This is an optimization exercise on Yosys and OpenROAD, whose aim is small area, a short achievable clock period and few clock cycles, not a production implementation.
Function not checked in this run: the RTL went through the layout flow alone.
No activity file was given, so power comes from the tool's default toggle rates.

==> design/flow/design.v <==
`default_nettype none
package aluPkg;
	localparam int dataWidth = 16;
	localparam int busWidth = 32;
	localparam int addrWidth = 3;
	typedef enum logic [3:0] {
		opAdd = 4'd0,
		opSub = 4'd1,
		opMul = 4'd2,
		opDiv = 4'd3,
		opMod = 4'd4
	} aluOp_t;
	typedef enum logic [addrWidth-1:0] {
		regOperandA = 3'd0,
		regOperandB = 3'd1,
		regOpcode   = 3'd2,
		regResult   = 3'd3,
		regStatus   = 3'd4
	} regAddr_t;
	localparam int statusOverflowBit = 0;
	localparam int statusZeroDivBit  = 1;
endpackage
`default_nettype wire
`timescale 1ns/10ps
`default_nettype none
module aluTop (
	input  logic        clk,
	input  logic        rstN,
	input  logic        cyc,
	input  logic        stb,
	input  logic        we,
	input  logic [2:0]  adr,
	input  logic [31:0] datWr,
	output logic [31:0] datRd,
	output logic        ack
);
	localparam int R  = 4;           
	localparam int N  = 16 / R;      
	logic [15:0] opA, opB;
	logic [3:0]  opCode;
	logic [15:0] accH, accL;         
	logic [1:0]  cnt;                
	logic        pend;               
	logic        mMul, mDiv;         
	logic req, wrA, wrB, wrOp;
	assign req  = cyc & stb & ~ack;
	assign wrA  = req & we & (adr == 3'd0);
	assign wrB  = req & we & (adr == 3'd1);
	assign wrOp = req & we & (adr == 3'd2);
	logic nMul, nDiv;
	assign nMul = (datWr[3:0] == 4'd2);
	assign nDiv = (datWr[3:0] == 4'd3) | (datWr[3:0] == 4'd4);
	logic active;
	logic [15:0] hIn, lIn;
	assign active = pend | (cnt != 2'd0);
	assign hIn = pend ? 16'd0 : accH;
	assign lIn = pend ? (mMul ? opB : opA) : accL;
	logic [15+R:0] mulSum;
	logic [15:0]   mulH, mulL;
	assign mulSum = {{R{1'b0}}, hIn} + opA * lIn[R-1:0];
	assign mulH   = mulSum[15+R:R];
	assign mulL   = {mulSum[R-1:0], lIn[15:R]};
	logic [15:0] divH, divL;
	always_comb begin
		logic [15:0] r, q;
		logic [16:0] sh;
		logic [17:0] df;
		r = hIn;
		q = lIn;
		for (int k = 0; k < R; k++) begin
			sh = {r, q[15]};
			df = {1'b0, sh} - {2'b00, opB};
			q  = {q[14:0], ~df[17]};
			r  = df[17] ? sh[15:0] : df[15:0];
		end
		divH = r;
		divL = q;
	end
	logic        sub;
	logic [16:0] asSum;
	logic [15:0] asH;
	assign sub   = opCode[0];
	assign asSum = {1'b0, opA} + {1'b0, opB ^ {16{sub}}} + 17'(sub);
	assign asH   = {{15{sub & ~asSum[16]}}, asSum[16] ^ sub};
	logic doneNow;
	assign doneNow = pend ? ~(mMul | mDiv) : (cnt <= 2'd1);
	logic isOp0, isOp1, isOp2, isOp3, isOp4, ovf;
	assign isOp0 = (opCode == 4'd0);
	assign isOp1 = (opCode == 4'd1);
	assign isOp2 = (opCode == 4'd2);
	assign isOp3 = (opCode == 4'd3);
	assign isOp4 = (opCode == 4'd4);
	assign ovf   = (opA[15] == opB[15]) & (asSum[15] != opA[15]);
	logic sA, sB, sO, sL, sHL, sHH, sZ, sV;
	always_ff @(posedge clk) begin
		if (!rstN) begin
			ack    <= 1'b0;
			opA    <= '0;
			opB    <= '0;
			opCode <= '0;
			mMul   <= 1'b0;
			mDiv   <= 1'b0;
			pend   <= 1'b1;
			cnt    <= '0;
		end else begin
			ack <= req & (we | (adr != 3'd3) | doneNow);
			if (wrA) opA <= datWr[15:0];
			if (wrB) opB <= datWr[15:0];
			if (wrOp) begin
				opCode <= datWr[3:0];
				mMul   <= nMul;
				mDiv   <= nDiv;
			end
			pend <= wrA | wrB | (wrOp & ~((nMul & mMul) | (nDiv & mDiv)));
			if (pend)              cnt <= (mMul | mDiv) ? 2'(N - 1) : 2'd0;
			else if (cnt != 2'd0)  cnt <= cnt - 2'd1;
		end
	end
	always_ff @(posedge clk) begin
		if (active) begin
			accH <= mMul ? mulH : mDiv ? divH : asH;
			accL <= mMul ? mulL : mDiv ? divL : asSum[15:0];
		end
		sA  <= (adr == 3'd0);
		sB  <= (adr == 3'd1);
		sO  <= (adr == 3'd2);
		sL  <= (adr == 3'd3) & (isOp0 | isOp1 | isOp2 | isOp3);
		sHL <= (adr == 3'd3) & isOp4;
		sHH <= (adr == 3'd3) & (isOp0 | isOp1 | isOp2);
		sZ  <= (adr == 3'd4) & (isOp3 | isOp4) & (opB == 16'd0);
		sV  <= (adr == 3'd4) & isOp0 & ovf;
	end
	assign datRd[31:16] = {16{sHH}} & accH;
	assign datRd[15:0]  = ({16{sA}} & opA) | ({16{sB}} & opB) | ({12'd0, {4{sO}} & opCode}) |
		({16{sL}} & accL) | ({16{sHL}} & accH) | {14'd0, sZ, sV};
endmodule
`default_nettype wire
==> design/flow/run.sh <==
#!/bin/bash
# synth_recipe.tcl (not shown) runs the flow's synth.tcl, then flattens the netlist and writes it again
# the make line also repeats each setting of config.mk as NAME=value (left out here)
make -C /OpenROAD-flow-scripts/flow DESIGN_CONFIG=/design/flow/config.mk WORK_HOME=/design/flow/orfs CLKGATE_MAP_FILE= SYNTH_SCRIPT=/design/flow/synth_recipe.tcl finish
==> design/flow/config.mk <==
export PLATFORM = sky130hd
export DESIGN_NAME = aluTop
export DESIGN_NICKNAME = aluTop
export VERILOG_FILES = /design/flow/design.v
export SDC_FILE = /design/flow/constraint.sdc
export NUM_CORES = 4
export LEC_CHECK = 0
export ABC_CLOCK_PERIOD_IN_PS = 8000
export CAP_MARGIN = 20
export CORE_MARGIN = 2
export CORE_UTILIZATION = 40
export SLEW_MARGIN = 20
==> design/flow/constraint.sdc <==
create_clock -name core_clock -period 45.0 [get_ports {clk}]
set_input_delay 9.0000 -clock core_clock [delete_from_list [all_inputs] [get_ports {clk}]]
set_output_delay 9.0000 -clock core_clock [all_outputs]
set_load 0.01 [all_outputs]
==> run summary <==
Worst setup path:
- STA classifies the critical path endpoint as a flop.
- The signal arrival time at the worst endpoint is 14030 ps.
- The worst reg-to-reg setup slack is 31090 ps.
- The slowest cell on the critical path is nor4_4.
- The largest fanout of any net on the critical path is 34.
- The kind of critical path is flop to flop.
- STA puts the critical path data required time at 45120 ps.
- The library cell appearing most often on the critical path is ha_1.
- In this design, the stage delay of the slowest critical-path cell is 890 ps.
- The type of origin of the critical path is a flop.

Power:
- The static leakage is 5.179 nW.
- Of the total power, the share spent switching nets is 50.06%.
- The switching power of the nets is 295.8 uW.
- The part of the power in combinational logic is 72.0%.
- The power density over the cells is 47.49 nW/um2.
- The design draws 590.9 uW.
- The internal portion of the total power is 295.1 uW.
- Sequential cells burn 14.0% of the power.
- VDD sags by at most 0.04526 mV.
- The clock network power share is 13.9%.

Final layout:
- The layout overhead on the synthesized area is 10.91%.
- The net count of the finished layout is 1627.
- In the final layout, the share of cells above drive strength 1 is 6.132%.
- The number of antenna diodes in the final layout is 0.
- After routing the design area is 12440 um2.

Global routing:
- For this run, global-route usage on met2 was measured as 40.75%.
- The maximum number of pins on one net before global-route repair is 58.
- Summed over all layers, the global routing overflow is 0.
- Global routing consumed, over all layers together, 25.65% of the routing resources.
- The most used routing layer in global routing is met2.
- The global-route track usage on met3 is 4.234%.
- The met1 global-route usage is 34.88%.
- The global-route wire length before repair is 57570 um.
- The initial antenna violation count came to 0.
- The via count of the first global-routing pass came to 10.05k.

Floorplan:
- The die width is 171.5 um.
- The count of boundary I/O pins is 73.
- The die covers 29400 um2.
- The core box area is 27710 um2.
- The effective utilization at floorplan is 40.50%.
- In this run the vertical extent of the chip is 171.5 um.
- The number of placement rows is 61.

CTS:
- Counting along the longest clock path gives a buffer depth of 2.
- The number of clock buffers inserted by TritonCTS is 9.
- The clock latency at the later pin of the worst-skew pair is 360 ps.
- The CTS tree is yes.
- The cell at the root of the clock tree is clkbuf_16.
- The setup fix buffers added after clock tree synthesis is 0.
- The post-cts hold buffer count is 0.
- Counting every sink on the clock net gives 82.
- The post-cts gate resize count is 0.
- The clock tree synthesis step divided the H-tree into 3 levels.
- The clock-pin transition on the worst setup and hold timing paths is 80 ps.

STA:
- The final-report hold violation count is 0.
- Setup repair after global routing left no endpoint under its margin.
- The worst slew margin relative to its limit is 30.19%.
- Setup violations remaining at the end of the flow were counted as 0.
- The final max-slew violation count is 0.
- The time the final worst path needs with I/O delays and setup is 13910 ps.
- The upper clock frequency limit is 71.89 MHz.
- Hold is met by 557.2 ps.
- The setup clock skew after layout is 15.97 ps.
- The actual slew at the worst max-slew pin is 1039 ps.
- The final setup slack of the worst path is 31090 ps.
- The share of the cycle needed by the critical path after routing is 30.91%.
- In the final timing run, aggregate negative setup slack is 0 ps.

Yosys:
- The biggest area contributor in the post-synthesis netlist is ha_1.
- Of the synthesized area, sequential elements account for 17.49%.
- The average instance in the mapped netlist occupies 7.974 um2.
- The number of standard cells after synthesis is 1407.
- The share of async-settable or async-resettable flops after synthesis is 0%.
- The combined area of all synthesized cells is 11220 um2.
- For this run, the number of Yosys warnings is 1.
- The number of flip-flops and latches in the synthesized netlist is 82.
- The count of flip-flops with a built-in enable after synthesis is 32.
- The net count after synthesis is 1604.
- The top cell type by area accounts for 12.16% of the synthesized area.
- By area the synthesized netlist is led by ha_1, dfxtp_1, fa_1, edfxtp_1, nand2_1.
- The number of distinct library cells after synthesis is 82.
- The most used flip-flop cell after synthesis is dfxtp_1.

Placement:
- The number of buffer cells added on primary ports is 56.
- Summing all placed instances gives a cell area of 12130 um2.
- Routability-driven placement finished with a final weighted congestion of 0.9203.
- Timing analysis after detailed placement gives a worst setup slack of 31250 ps.
- The HPWL after detailed placement is 28710 um.

Detailed routing:
- The routed design has 37240 um of wire.
- The via count is 10.61k.
- The number of routed nets with antenna violations is 0.
- The number of search-and-repair iterations in the first detailed-routing pass is 6.
- The number of DRC violations after detailed routing is 0.
- Dividing the detail-routed via count by the number of cells gives 5.851.
- In the final routed layout, each cell accounts on average for 20.54 um.
- For this block, the initial DRC count from the detailed router was 967.

Worst hold path:
- The tightest min-delay check is of the flop to flop type.

Outcome:
- The run finished with no timing, DRC or antenna violations.

Run:
- Across the run, the number of max-cap violations was 0.
## path summary, 6_finish.rpt
path,start,endpoint,depth (start not counted)
worst max-delay path,pend,accL[0],42
worst min-delay path,opB[6],opB[6],2
worst max register to register,pend,accL[0],42
worst min register to register,opB[6],opB[6],2
## flip-flops by register name, summed over array words and instances, names as in the netlist, 2 cells and up
signal	cells
cnt	2
opB	16
opCode	4
opA	16
accL	16
accH	16
## synth_stat cells, drive strengths merged (4+ instances only)
cell and instances:
o211ai 9, a21oi 97, fa 48, and3 13, dfxtp 50, mux2i 32
a31oi 11, and4 4, and2 29, o21a 17, or3 11, nand4 9
inv 97, a21o 20, buf 11, o31ai 14, o311ai 5, xor2 37
nor4 12, a22oi 33, a211oi 14, o31a 9, mux2 33, nor3 32
a311oi 7, xnor2 43, a21boi 38, clkbuf 49, nor2 89, o21bai 7
edfxtp 32, nand2 197, o21ai 56, nand3 18, ha 109, nor2b 46
nand2b 16
## power by group through the flow
stage	clock network, mW	registers, mW	logic, mW
2_1_floorplan	0	0.0820	0.325
3_3_place_gp	0	0.0844	0.409
3_5_place_dp	0	0.0843	0.413
4_1_cts	0.0827	0.0826	0.417
5_1_grt	0.0852	0.0829	0.466
6_report	0.0824	0.0828	0.426
## placed cells by master, fill, tap and decap left out, types with 17 or more instances in the layout
cell type and instances:
o21a_1 17, edfxtp_1 32, clkdlybuf4s50_1 56, nor3_1 31, mux2i_1 32, xor2_1 37, nand3_1 18, o21ai_0 54
fa_1 48, ha_1 109, mux2_2 32, dfxtp_1 48, a22oi_1 33, and2_1 29, xnor2_1 43, nand2_1 197
nor2_1 89, inv_1 95, a21oi_1 96, a21o_1 20, a21boi_0 38, nor2b_1 45
## per-stage QoR
stage          util [%]  std cells
2_1_floorplan         -       1407
3_3_place_gp      43.75       1796
3_5_place_dp      43.77       1797
4_1_cts           44.91       1813
5_1_grt           44.91       1813
6_report          44.91       1813
## cell type report
type                            count  area, um2
Clock buffer                        9      225.2
Clock inverter                      7      90.09
Fill cell                        2791      15260
Inverter                           97      364.1
Multi-Input combinational cell   1168       8646
Sequential cell                    82       1964
Tap cell                          378      473.0
Timing Repair Buffer               72      680.7
## worst max-delay path, delay by kind of cell (launching register included)
| family | cells | cell delay [ps] |
|---|---|---|
| DFF | 1 | 310 |
| and+or+nand+nor | 8 | 2360 |
| adders and majority gates | 4 | 1030 |
| AOI/OAI and AO/OA | 23 | 7740 |
| buffers and inverters | 4 | 960 |
| muxes | 3 | 1240 |
## logic make-up after synthesis
logic type               after synthesis  share of synthesized area (%)
buffers and inverters                157                          5.554
XOR/XNOR                              80                          6.245
AO/OA/AOI/OAI                        371                          22.27
flip-flops                            82                          17.49
AND/OR/NAND/NOR                      495                          21.52
multiplexers                          65                          6.201
adder cells (fa/ha/maj)              157                          20.72
## routing by layer
| layer | wire, um | share of wire [%] |
|---|---|---|
| met1 | 16600 | 45 |
| met2 | 16610 | 45 |
| met3 | 2719 | 7.3 |
| met4 | 1318 | 3.5 |
| met5 | 0 | 0 |

afterwards: timing with drivers on the ports:
Ports are ideal in the flow. The routed layout listed here was re-timed in OpenROAD. Step 1, drivers: a clkbuf_16 drives clk and a buf_2 each remaining input, both assumed. Step 2 moves the port delays by t, midway between the first and last clock arrival at a register: inputs arrive t later, outputs are due t later. That takes back most of the time a late clock gives input paths. Slacks: no drivers / after step 1 / after step 2; pairs: no drivers / after step 1.
shift t [ns]: 0.394
setup slack, ns: 31.090 / 31.090 / 31.090
worst hold slack (ns): 0.557 / 0.557 / 0.557
clock arrival spread, ns: 0.016 / 0.016
worst slew at a driven data input, ns: 0.04
After both steps this run still meets setup and hold. The setup slack of this run moves by 0.000 ns with the drivers and by 0.000 ns with both steps.
